What follows belongs to an exercise in optimizing a design on an open flow for small area, a short achievable clock period and few clock cycles per item; a production flow would make more cautious choices.
At most, simulation tests tie the RTL to the original design; equivalence was not proved.
Power figures rest on the tool's default switching activity, not on a simulated workload.

==> quartz: inputs <==
==> flow/design.v <==
package bfl_pkg;
  localparam int unsigned MAX_NAME_BYTES_DEF = 16;
  localparam int unsigned OFFSET_BITS_DEF    = 24;
  localparam int unsigned OUT_OFS_W  = 24;
  localparam int unsigned NAME_IDX_W = 5;
  localparam logic [1:0] REG_NAME_LOW  = 2'd0;
  localparam logic [1:0] REG_NAME_HIGH = 2'd1;
  localparam logic [1:0] REG_NAME_LEN  = 2'd2;
  localparam logic [1:0] ST_FOUND     = 2'd0;
  localparam logic [1:0] ST_NOT_FOUND = 2'd1;
  localparam logic [1:0] ST_BAD_TYPE  = 2'd2;
  localparam logic [1:0] ST_TRUNCATED = 2'd3;
  localparam logic [7:0] SZ_LEN  = 8'h80;
  localparam logic [7:0] SZ_LEN4 = 8'h84;
  localparam logic [7:0] SZ_LEN5 = 8'h85;
  localparam logic [7:0] SZ_NONE = 8'hff;
  localparam logic [7:0] TYPE_STRING  = 8'd2;
  localparam logic [7:0] TYPE_BINDATA = 8'd5;
  localparam logic [7:0] TYPE_REGEX   = 8'd11;
  localparam logic [7:0] TYPE_DBREF   = 8'd12;
  localparam logic [7:0] TYPE_CODE    = 8'd13;
  localparam logic [7:0] TYPE_SYMBOL  = 8'd14;
  localparam logic [7:0] TYPE_CWS     = 8'd15;
  typedef enum logic [3:0] {
    PH_HEADER = 4'd0,
    PH_TYPE   = 4'd1,
    PH_NAME   = 4'd2,
    PH_LENGTH = 4'd3,
    PH_SKIP   = 4'd4,
    PH_REGEX1 = 4'd5,
    PH_REGEX2 = 4'd6,
    PH_IDLE   = 4'd7
  } phase_t;
  function automatic logic [7:0] size_code(input logic [7:0] t);
    logic [7:0] z;
    case (t)
      8'd0, 8'd6, 8'd10, 8'd127, 8'd255: z = 8'd0;
      8'd1, 8'd9, 8'd17, 8'd18:          z = 8'd8;
      8'd2:                              z = SZ_LEN4;
      8'd3, 8'd4:                        z = SZ_LEN;
      8'd5:                              z = SZ_LEN5;
      8'd7:                              z = 8'd12;
      8'd8:                              z = 8'd1;
      8'd16:                             z = 8'd4;
      default:                           z = SZ_NONE;
    endcase
    size_code = z;
  endfunction
  function automatic logic signed [5:0] length_adjust(input logic [7:0] t);
    logic signed [5:0] a;
    case (t)
      TYPE_STRING, TYPE_CODE, TYPE_SYMBOL: a = 6'sd0;
      TYPE_BINDATA:                        a = 6'sd1;
      TYPE_DBREF:                          a = 6'sd12;
      default:                             a = -6'sd4;
    endcase
    length_adjust = a;
  endfunction
endpackage
module bson_field_locator (
  input  logic                 clk,
  input  logic                 rst,
  input  logic                 in_valid,
  output logic                 in_ready,
  input  logic [7:0]           doc_byte,
  input  logic                 doc_last,
  output logic                 out_valid,
  input  logic                 out_ready,
  output logic [1:0]           status,
  output logic [bfl_pkg::OUT_OFS_W-1:0] element_offset,
  output logic [7:0]           element_type,
  output logic [bfl_pkg::OUT_OFS_W-1:0] value_offset,
  input  logic                 cfg_valid,
  output logic                 cfg_ready,
  input  logic [1:0]           cfg_index,
  input  logic [63:0]          cfg_data
);
  logic [63:0] name_lo, name_hi;
  logic        lo_set, hi_set;
  logic [4:0]  len_eff;             
  logic [7:0]  cur;
  logic        zero_byte, ones_byte, last, v_r;
  logic        p_hdr, p_type, p_name, p_len, p_skip, p_rx1, p_rx2, p_idle;
  logic [4:0]  cnt;                 
  logic        mism;                
  logic        bad;                 
  logic        at_len;              
  logic        s_end;               
  logic [7:0]  tgt_r;               
  logic [31:0] skip;                
  logic [23:0] pos;                 
  logic [23:0] estart;              
  logic [7:0]  etype;               
  logic [1:0]  st;
  logic        in_rdy;
  logic        in_fire, proc, emit, found, emit_fire, clear_res, ov_next;
  logic [1:0]  emit_status;
  logic        name_match, name_end, cnt3;
  logic [7:0]  tgt_next;
  assign in_ready  = in_rdy;
  assign cfg_ready = 1'b1;
  assign in_fire   = in_valid && in_rdy;
  always_ff @(posedge clk) begin
    if (cfg_valid && !rst && cfg_index == bfl_pkg::REG_NAME_LOW)  name_lo <= cfg_data;
    if (cfg_valid && !rst && cfg_index == bfl_pkg::REG_NAME_HIGH) name_hi <= cfg_data;
  end
  always_ff @(posedge clk) begin
    if (rst) begin
      lo_set  <= 1'b0;
      hi_set  <= 1'b0;
      len_eff <= 5'd1;
    end else if (cfg_valid) begin
      case (cfg_index)
        bfl_pkg::REG_NAME_LOW:  lo_set <= 1'b1;
        bfl_pkg::REG_NAME_HIGH: hi_set <= 1'b1;
        bfl_pkg::REG_NAME_LEN:  len_eff <= cfg_data[4] ? 5'd16 : {1'b0, cfg_data[3:0]};
        default: ;
      endcase
    end
  end
  always_ff @(posedge clk) begin
    if (in_fire) begin
      cur       <= doc_byte;
      zero_byte <= (doc_byte == 8'd0);
      ones_byte <= (doc_byte == 8'hff);
      last      <= doc_last;
    end
  end
  always_comb begin
    if (p_type) tgt_next = lo_set ? name_lo[7:0] : 8'd0;
    else begin
      case (cnt[3:0])
        4'd0:  tgt_next = lo_set ? name_lo[15:8]  : 8'd0;
        4'd1:  tgt_next = lo_set ? name_lo[23:16] : 8'd0;
        4'd2:  tgt_next = lo_set ? name_lo[31:24] : 8'd0;
        4'd3:  tgt_next = lo_set ? name_lo[39:32] : 8'd0;
        4'd4:  tgt_next = lo_set ? name_lo[47:40] : 8'd0;
        4'd5:  tgt_next = lo_set ? name_lo[55:48] : 8'd0;
        4'd6:  tgt_next = lo_set ? name_lo[63:56] : 8'd0;
        4'd7:  tgt_next = hi_set ? name_hi[7:0]   : 8'd0;
        4'd8:  tgt_next = hi_set ? name_hi[15:8]  : 8'd0;
        4'd9:  tgt_next = hi_set ? name_hi[23:16] : 8'd0;
        4'd10: tgt_next = hi_set ? name_hi[31:24] : 8'd0;
        4'd11: tgt_next = hi_set ? name_hi[39:32] : 8'd0;
        4'd12: tgt_next = hi_set ? name_hi[47:40] : 8'd0;
        4'd13: tgt_next = hi_set ? name_hi[55:48] : 8'd0;
        4'd14: tgt_next = hi_set ? name_hi[63:56] : 8'd0;
        default: tgt_next = 8'd0;
      endcase
    end
  end
  function automatic logic [3:0] fixed_size(input logic [7:0] t);
    case (t)
      8'd1, 8'd9, 8'd17, 8'd18: fixed_size = 4'd8;
      8'd7:                     fixed_size = 4'd12;
      8'd8:                     fixed_size = 4'd1;
      8'd16:                    fixed_size = 4'd4;
      default:                  fixed_size = 4'd0;
    endcase
  endfunction
  function automatic logic known_type(input logic [7:0] t);
    known_type = (t >= 8'd1 && t <= 8'd18) || t == 8'd127 || t == 8'd255;
  endfunction
  logic        t_fixed, t_len, t_regex, a_p1, a_p12, a_m4;
  logic [3:0]  t_size;
  assign t_size  = fixed_size(etype);
  assign t_fixed = (t_size != 4'd0);
  assign t_len   = (etype >= 8'd2 && etype <= 8'd5) || (etype >= 8'd12 && etype <= 8'd15);
  assign t_regex = (etype == 8'd11);
  assign a_p1    = (etype == 8'd5);
  assign a_p12   = (etype == 8'd12);
  assign a_m4    = (etype == 8'd3 || etype == 8'd4 || etype == 8'd15);
  assign cnt3       = (cnt[1:0] == 2'd3);
  assign name_match = !mism && at_len;
  assign name_end   = p_name && zero_byte && !last;    
  logic [31:0] nlen;
  logic        n_zero_hi, n_ones_hi, n_short, n_one;
  assign nlen      = {cur, skip[31:8]};
  assign n_zero_hi = mism && zero_byte;      
  assign n_ones_hi = bad && ones_byte;       
  always_comb begin
    if (a_m4) begin
      n_short = nlen[31] || (n_zero_hi && nlen[3:0] < 4'd5);
      n_one   = n_zero_hi && nlen[3:0] == 4'd5;
    end else if (a_p1) begin
      n_short = nlen[31];
      n_one   = n_zero_hi && nlen[3:0] == 4'd0;
    end else if (a_p12) begin
      n_short = nlen[31] && !(n_ones_hi && nlen[3:0] >= 4'd5);
      n_one   = n_ones_hi && nlen[3:0] == 4'd5;
    end else begin
      n_short = nlen[31] || (n_zero_hi && nlen[3:0] == 4'd0);
      n_one   = n_zero_hi && nlen[3:0] == 4'd1;
    end
  end
  logic s_zero_hi, s_ones_hi, s_two;
  assign s_zero_hi = (skip[31:4] == 28'd0);
  assign s_ones_hi = (skip[31:4] == {28{1'b1}});
  always_comb begin
    if (a_m4)       s_two = s_zero_hi && skip[3:0] == 4'd6;
    else if (a_p1)  s_two = s_zero_hi && skip[3:0] == 4'd1;
    else if (a_p12) s_two = s_ones_hi && skip[3:0] == 4'd6;
    else            s_two = s_zero_hi && skip[3:0] == 4'd2;
  end
  always_comb begin
    emit        = 1'b0;
    found       = 1'b0;
    emit_status = bfl_pkg::ST_NOT_FOUND;
    if (last && !p_idle) begin
      emit        = 1'b1;
      emit_status = p_type ? bfl_pkg::ST_NOT_FOUND : bfl_pkg::ST_TRUNCATED;
    end else if (p_type && zero_byte) begin
      emit = 1'b1;
    end else if (name_end && name_match) begin
      emit        = 1'b1;
      found       = 1'b1;
      emit_status = bfl_pkg::ST_FOUND;
    end else if (name_end && bad) begin
      emit        = 1'b1;
      emit_status = bfl_pkg::ST_BAD_TYPE;
    end
  end
  assign clear_res = (last && !p_idle) || (p_type && zero_byte) || (name_end && !name_match && bad);
  assign proc      = v_r && (!out_valid || p_idle || (p_hdr && !cnt3 && !last));
  assign emit_fire = proc && emit;
  assign ov_next   = emit_fire || (out_valid && !out_ready);
  always_ff @(posedge clk) begin
    if (rst) begin
      p_hdr  <= 1'b1;
      p_type <= 1'b0;
      p_name <= 1'b0;
      p_len  <= 1'b0;
      p_skip <= 1'b0;
      p_rx1  <= 1'b0;
      p_rx2  <= 1'b0;
      p_idle <= 1'b0;
    end else if (proc) begin
      if (last) begin
        p_hdr  <= 1'b1;
        p_type <= 1'b0;
        p_name <= 1'b0;
        p_len  <= 1'b0;
        p_skip <= 1'b0;
        p_rx1  <= 1'b0;
        p_rx2  <= 1'b0;
        p_idle <= 1'b0;
      end else begin
        p_hdr  <= p_hdr && !cnt3;
        p_type <= (p_hdr && cnt3) || (p_name && zero_byte && !name_match && !bad && t_size == 4'd0 &&
                   !t_len && !t_regex) || (p_len && cnt3 && n_short) || (p_skip && s_end) ||
                  (p_rx2 && zero_byte);
        p_name <= (p_type && !zero_byte) || (p_name && !zero_byte);
        p_len  <= (name_end && !name_match && t_len) || (p_len && !cnt3);
        p_skip <= (name_end && !name_match && t_fixed) || (p_len && cnt3 && !n_short) ||
                  (p_skip && !s_end);
        p_rx1  <= (name_end && !name_match && t_regex) || (p_rx1 && !zero_byte);
        p_rx2  <= (p_rx1 && zero_byte) || (p_rx2 && !zero_byte);
        p_idle <= p_idle || (p_type && zero_byte) || (name_end && (name_match || bad));
      end
    end
  end
  always_ff @(posedge clk) begin
    if (rst) begin
      cnt <= 5'd0;
    end else if (proc) begin
      if (last || p_type || (p_name && zero_byte)) cnt <= 5'd0;
      else if (p_hdr || p_name || p_len) cnt <= cnt + 5'd1;
    end
  end
  always_ff @(posedge clk) begin
    if (proc) begin
      if (p_type) begin
        mism   <= 1'b0;
        bad    <= !known_type(cur);
        at_len <= (len_eff == 5'd0);
        tgt_r  <= tgt_next;
      end
      if (p_name && !zero_byte) begin
        if (at_len || cur != tgt_r) mism <= 1'b1;
        at_len <= (cnt + 5'd1 == len_eff);
        tgt_r  <= tgt_next;
      end
      if (p_len) begin
        if (cnt[1:0] == 2'd0) begin
          mism <= (cur[7:4] == 4'h0);
          bad  <= (cur[7:4] == 4'hf);
        end else begin
          mism <= mism && zero_byte;
          bad  <= bad && ones_byte;
        end
      end
    end
  end
  always_ff @(posedge clk) begin
    if (proc) begin
      if (name_end) begin
        skip  <= {28'd0, t_size};
        s_end <= (t_size == 4'd1);
      end
      if (p_len) begin
        skip  <= nlen;
        s_end <= n_one;
      end
      if (p_skip) begin
        skip  <= skip - 32'd1;
        s_end <= s_two;
      end
    end
  end
  always_ff @(posedge clk) begin
    if (proc) begin
      if (clear_res) begin
        pos    <= 24'd0;
        estart <= 24'd0;
        etype  <= 8'd0;
      end else begin
        if (p_hdr && cnt3) pos <= 24'd4;
        else if (!p_hdr && !p_idle) pos <= pos + 24'd1;
        if (p_type) begin
          estart <= pos;
          etype  <= cur;
        end
      end
      if (emit) st <= emit_status;
    end
  end
  logic v_n, l_n;
  assign v_n = in_fire || (v_r && !proc);
  assign l_n = in_fire ? doc_last : last;
  always_ff @(posedge clk) begin
    if (rst) begin
      out_valid <= 1'b0;
      in_rdy    <= 1'b1;
      v_r       <= 1'b0;
    end else begin
      out_valid <= ov_next;
      v_r       <= v_n;
      in_rdy    <= !v_n || !ov_next || (emit_fire && !(last && l_n));
    end
  end
  assign status         = st;
  assign element_offset = estart;
  assign element_type   = etype;
  assign value_offset   = pos;
endmodule
==> flow/flow/run.sh <==
#!/bin/bash
# The standard layout (the standard.sh: its synthesis, floorplan, placement, CTS and routing
# unchanged), with the port buffers that global placement inserts made buf_1 cells instead of the
# default delay-buffer cells. Every input and output port still gets its own buffer.
set -euo pipefail
bash standard.sh "BUFFER_PORTS_ARGS=-buffer_cell sky130_fd_sc_hd__buf_1" finish > standard_make.log 2>&1
==> flow/standard.sh <==
#!/bin/bash
# synth_recipe.tcl (not shown) runs the flow's synth.tcl, then flattens the netlist and writes it again
# the make line also repeats each setting of config.mk as NAME=value (left out here)
make -C /OpenROAD-flow-scripts/flow DESIGN_CONFIG=/design/flow/config.mk WORK_HOME=/design/flow/orfs CLKGATE_MAP_FILE= SYNTH_SCRIPT=/design/flow/synth_recipe.tcl "${@:-finish}"
==> flow/config.mk <==
export PLATFORM = sky130hd
export DESIGN_NAME = bson_field_locator
export DESIGN_NICKNAME = bson_field_locator
export VERILOG_FILES = /design/flow/design.v
export SDC_FILE = /design/flow/constraint.sdc
export NUM_CORES = 4
export LEC_CHECK = 0
export CAP_MARGIN = 20
export CORE_MARGIN = 2
export CORE_UTILIZATION = 40
export SETUP_SLACK_MARGIN = 2.8
export SLEW_MARGIN = 20
==> flow/constraint.sdc <==
create_clock -name core_clock -period 5.0 [get_ports {clk}]
set_input_delay 1.0000 -clock core_clock [delete_from_list [all_inputs] [get_ports {clk}]]
set_output_delay 1.0000 -clock core_clock [all_outputs]
set_load 0.01 [all_outputs]
==> zinc (differences from quartz) <==
--- a/flow/design.v
+++ b/flow/design.v
@@ -103,4 +103,4 @@
   always_ff @(posedge clk) begin
-    if (cfg_valid && !rst && cfg_index == bfl_pkg::REG_NAME_LOW)  name_lo <= cfg_data;
-    if (cfg_valid && !rst && cfg_index == bfl_pkg::REG_NAME_HIGH) name_hi <= cfg_data;
+    if (cfg_valid && cfg_index == bfl_pkg::REG_NAME_LOW)  name_lo <= cfg_data;
+    if (cfg_valid && cfg_index == bfl_pkg::REG_NAME_HIGH) name_hi <= cfg_data;
   end
@@ -309,18 +309,13 @@
   end
-  always_ff @(posedge clk) begin
-    if (proc) begin
-      if (clear_res) begin
-        pos    <= 24'd0;
-        estart <= 24'd0;
-        etype  <= 8'd0;
-      end else begin
-        if (p_hdr && cnt3) pos <= 24'd4;
-        else if (!p_hdr && !p_idle) pos <= pos + 24'd1;
-        if (p_type) begin
-          estart <= pos;
-          etype  <= cur;
-        end
-      end
-      if (emit) st <= emit_status;
-    end
+  logic        pos_ld, pos_inc, es_ld, st_ld;
+  logic [23:0] pos_new;
+  assign pos_ld  = proc && (clear_res || (p_hdr && cnt3) || (!p_hdr && !p_idle));
+  assign pos_new = clear_res ? 24'd0 : (p_hdr ? 24'd4 : pos + 24'd1);
+  assign es_ld   = proc && (clear_res || p_type);
+  assign st_ld   = proc && emit;
+  always_ff @(posedge clk) begin
+    pos    <= (pos_new & {24{pos_ld}}) | (pos & {24{!pos_ld}});
+    estart <= (pos & {24{es_ld && !clear_res}}) | (estart & {24{!es_ld}});
+    etype  <= (cur & {8{es_ld && !clear_res}}) | (etype & {8{!es_ld}});
+    st     <= (emit_status & {2{st_ld}}) | (st & {2{!st_ld}});
   end
- ABC_AREA: unset -> 1
- CTS_CLUSTER_DIAMETER: unset -> 80
- CTS_CLUSTER_SIZE: unset -> 30
- SETUP_SLACK_MARGIN: 2.8 -> 2.75
==> cedar (differences from quartz) <==
--- a/flow/design.v
+++ b/flow/design.v
@@ -81,3 +81,3 @@
   logic [7:0]  cur;
-  logic        zero_byte, ones_byte, last, v_r;
+  logic        zero_byte, last, v_r;
   logic        p_hdr, p_type, p_name, p_len, p_skip, p_rx1, p_rx2, p_idle;
@@ -86,4 +86,3 @@
   logic        bad;                 
-  logic        at_len;              
-  logic        s_end;               
+  logic        flag;                
   logic [7:0]  tgt_r;               
@@ -91,4 +90,2 @@
   logic [23:0] pos;                 
-  logic [23:0] estart;              
-  logic [7:0]  etype;               
   logic [1:0]  st;
@@ -124,3 +121,2 @@
       zero_byte <= (doc_byte == 8'd0);
-      ones_byte <= (doc_byte == 8'hff);
       last      <= doc_last;
@@ -163,4 +159,6 @@
   endfunction
+  logic [7:0]  etype;
   logic        t_fixed, t_len, t_regex, a_p1, a_p12, a_m4;
   logic [3:0]  t_size;
+  assign etype   = skip[31:24];        
   assign t_size  = fixed_size(etype);
@@ -169,5 +167,8 @@
   assign t_regex = (etype == 8'd11);
-  assign a_p1    = (etype == 8'd5);
-  assign a_p12   = (etype == 8'd12);
-  assign a_m4    = (etype == 8'd3 || etype == 8'd4 || etype == 8'd15);
+  assign a_p1    = tgt_r[0];
+  assign a_p12   = tgt_r[1];
+  assign a_m4    = tgt_r[2];
+  logic at_len, s_end;
+  assign at_len = flag;
+  assign s_end  = flag;
   assign cnt3       = (cnt[1:0] == 2'd3);
@@ -179,3 +180,3 @@
   assign n_zero_hi = mism && zero_byte;      
-  assign n_ones_hi = bad && ones_byte;       
+  assign n_ones_hi = bad && (cur == 8'hff);  
   always_comb begin
@@ -274,3 +275,3 @@
         bad    <= !known_type(cur);
-        at_len <= (len_eff == 5'd0);
+        flag   <= (len_eff == 5'd0);
         tgt_r  <= tgt_next;
@@ -279,6 +280,12 @@
         if (at_len || cur != tgt_r) mism <= 1'b1;
-        at_len <= (cnt + 5'd1 == len_eff);
+        flag   <= (cnt + 5'd1 == len_eff);
         tgt_r  <= tgt_next;
       end
+      if (name_end && !name_match) begin
+        flag  <= (t_size == 4'd1);
+        tgt_r <= {5'd0, etype == 8'd3 || etype == 8'd4 || etype == 8'd15, etype == 8'd12, etype == 8'd5};
+      end
+      if (p_skip) flag <= s_two;
       if (p_len) begin
+        flag <= n_one;
         if (cnt[1:0] == 2'd0) begin
@@ -288,3 +295,3 @@
           mism <= mism && zero_byte;
-          bad  <= bad && ones_byte;
+          bad  <= bad && (cur == 8'hff);
         end
@@ -295,14 +302,9 @@
     if (proc) begin
-      if (name_end) begin
+      if (p_type) skip <= {cur, pos};
+      if (name_end && !name_match) begin
         skip  <= {28'd0, t_size};
-        s_end <= (t_size == 4'd1);
-      end
-      if (p_len) begin
-        skip  <= nlen;
-        s_end <= n_one;
-      end
-      if (p_skip) begin
-        skip  <= skip - 32'd1;
-        s_end <= s_two;
       end
+      if (p_len) skip <= nlen;
+      if (p_skip) skip <= skip - 32'd1;
+      if (clear_res) skip <= 32'd0;
     end
@@ -311,14 +313,5 @@
     if (proc) begin
-      if (clear_res) begin
-        pos    <= 24'd0;
-        estart <= 24'd0;
-        etype  <= 8'd0;
-      end else begin
-        if (p_hdr && cnt3) pos <= 24'd4;
-        else if (!p_hdr && !p_idle) pos <= pos + 24'd1;
-        if (p_type) begin
-          estart <= pos;
-          etype  <= cur;
-        end
-      end
+      if (clear_res) pos <= 24'd0;
+      else if (p_hdr && cnt3) pos <= 24'd4;
+      else if (!p_hdr && !p_idle) pos <= pos + 24'd1;
       if (emit) st <= emit_status;
@@ -341,4 +334,4 @@
   assign status         = st;
-  assign element_offset = estart;
-  assign element_type   = etype;
+  assign element_offset = skip[23:0];
+  assign element_type   = skip[31:24];
   assign value_offset   = pos;
- ABC_AREA: unset -> 1
- CTS_CLUSTER_DIAMETER: unset -> 80
- CTS_CLUSTER_SIZE: unset -> 30
- SETUP_SLACK_MARGIN: 2.8 -> 2.7
==> qor summary <==
| metric | cedar | quartz | zinc |
|---|---|---|---|
| Result of the run | timing/DRC/antenna clean | timing/DRC/antenna clean | timing/DRC/antenna clean |
| Yosys cell types | 46 | 75 | 51 |
| Clk power | 1.44 mW | 2.13 mW | 1.40 mW |
| Launching instance or port of the critical path | skip[4] | skip[5] | - |
| Worst setup timing slack at the placement stage | 1.96 ns | 1.89 ns | 1.96 ns |
| Leakage power of the design | 4.89 nW | 4.95 nW | 4.90 nW |
| Cells resized by post-CTS repair | 46 | 27 | 22 |
| Non-clock buffering overhead | 6.84% | 8.81% | 5.14% |
| M3 GR Usage | 3.90% | 3.30% | 1.91% |
| 1st-pass router iterations | 7 | 6 | 5 |
| Critical path depth | 2 | 5 | 2 |
| CP required | 4.00 ns | 5.28 ns | 4.00 ns |
| Sequential Power Share | 55.3% | 50.8% | 58.0% |
Testbench counts of quartz, summed over its fixed seeds: cycles 48,421, items 48,258.
The RTL of zinc and cedar was laid out without a check of its function.

==> port drivers added, routing unchanged <==
No port has a modelled driver above. Below, the same layouts with a new extraction and two added sets of constraints.
Step 1 (the two cells are an assumption about what drives the block):
set clk [get_ports {clk}]
set_driving_cell -lib_cell sky130_fd_sc_hd__clkbuf_16 $clk
set_driving_cell -lib_cell sky130_fd_sc_hd__buf_2 [delete_from_list [all_inputs] $clk]
Step 2, shift: input delay + t, output delay - t, t = (earliest + latest rising clock arrival at the registers) / 2. This alone moves slack from input paths to output paths.
Three values: ideal ports, drivers, drivers and shift; two values: the first two.
run	shift t [ns]	slack for setup (ns)	worst setup path at the end
quartz	0.601	2.702 / 2.702 / 2.344	input to register
zinc	0.550	2.745 / 2.696 / 2.429	input to register
cedar	0.546	2.701 / 2.653 / 2.321	input to register
After both steps every run listed still meets setup and hold. The setup slack of cedar, which loses most, moves by -0.048 ns with the drivers and by -0.380 ns with both steps.
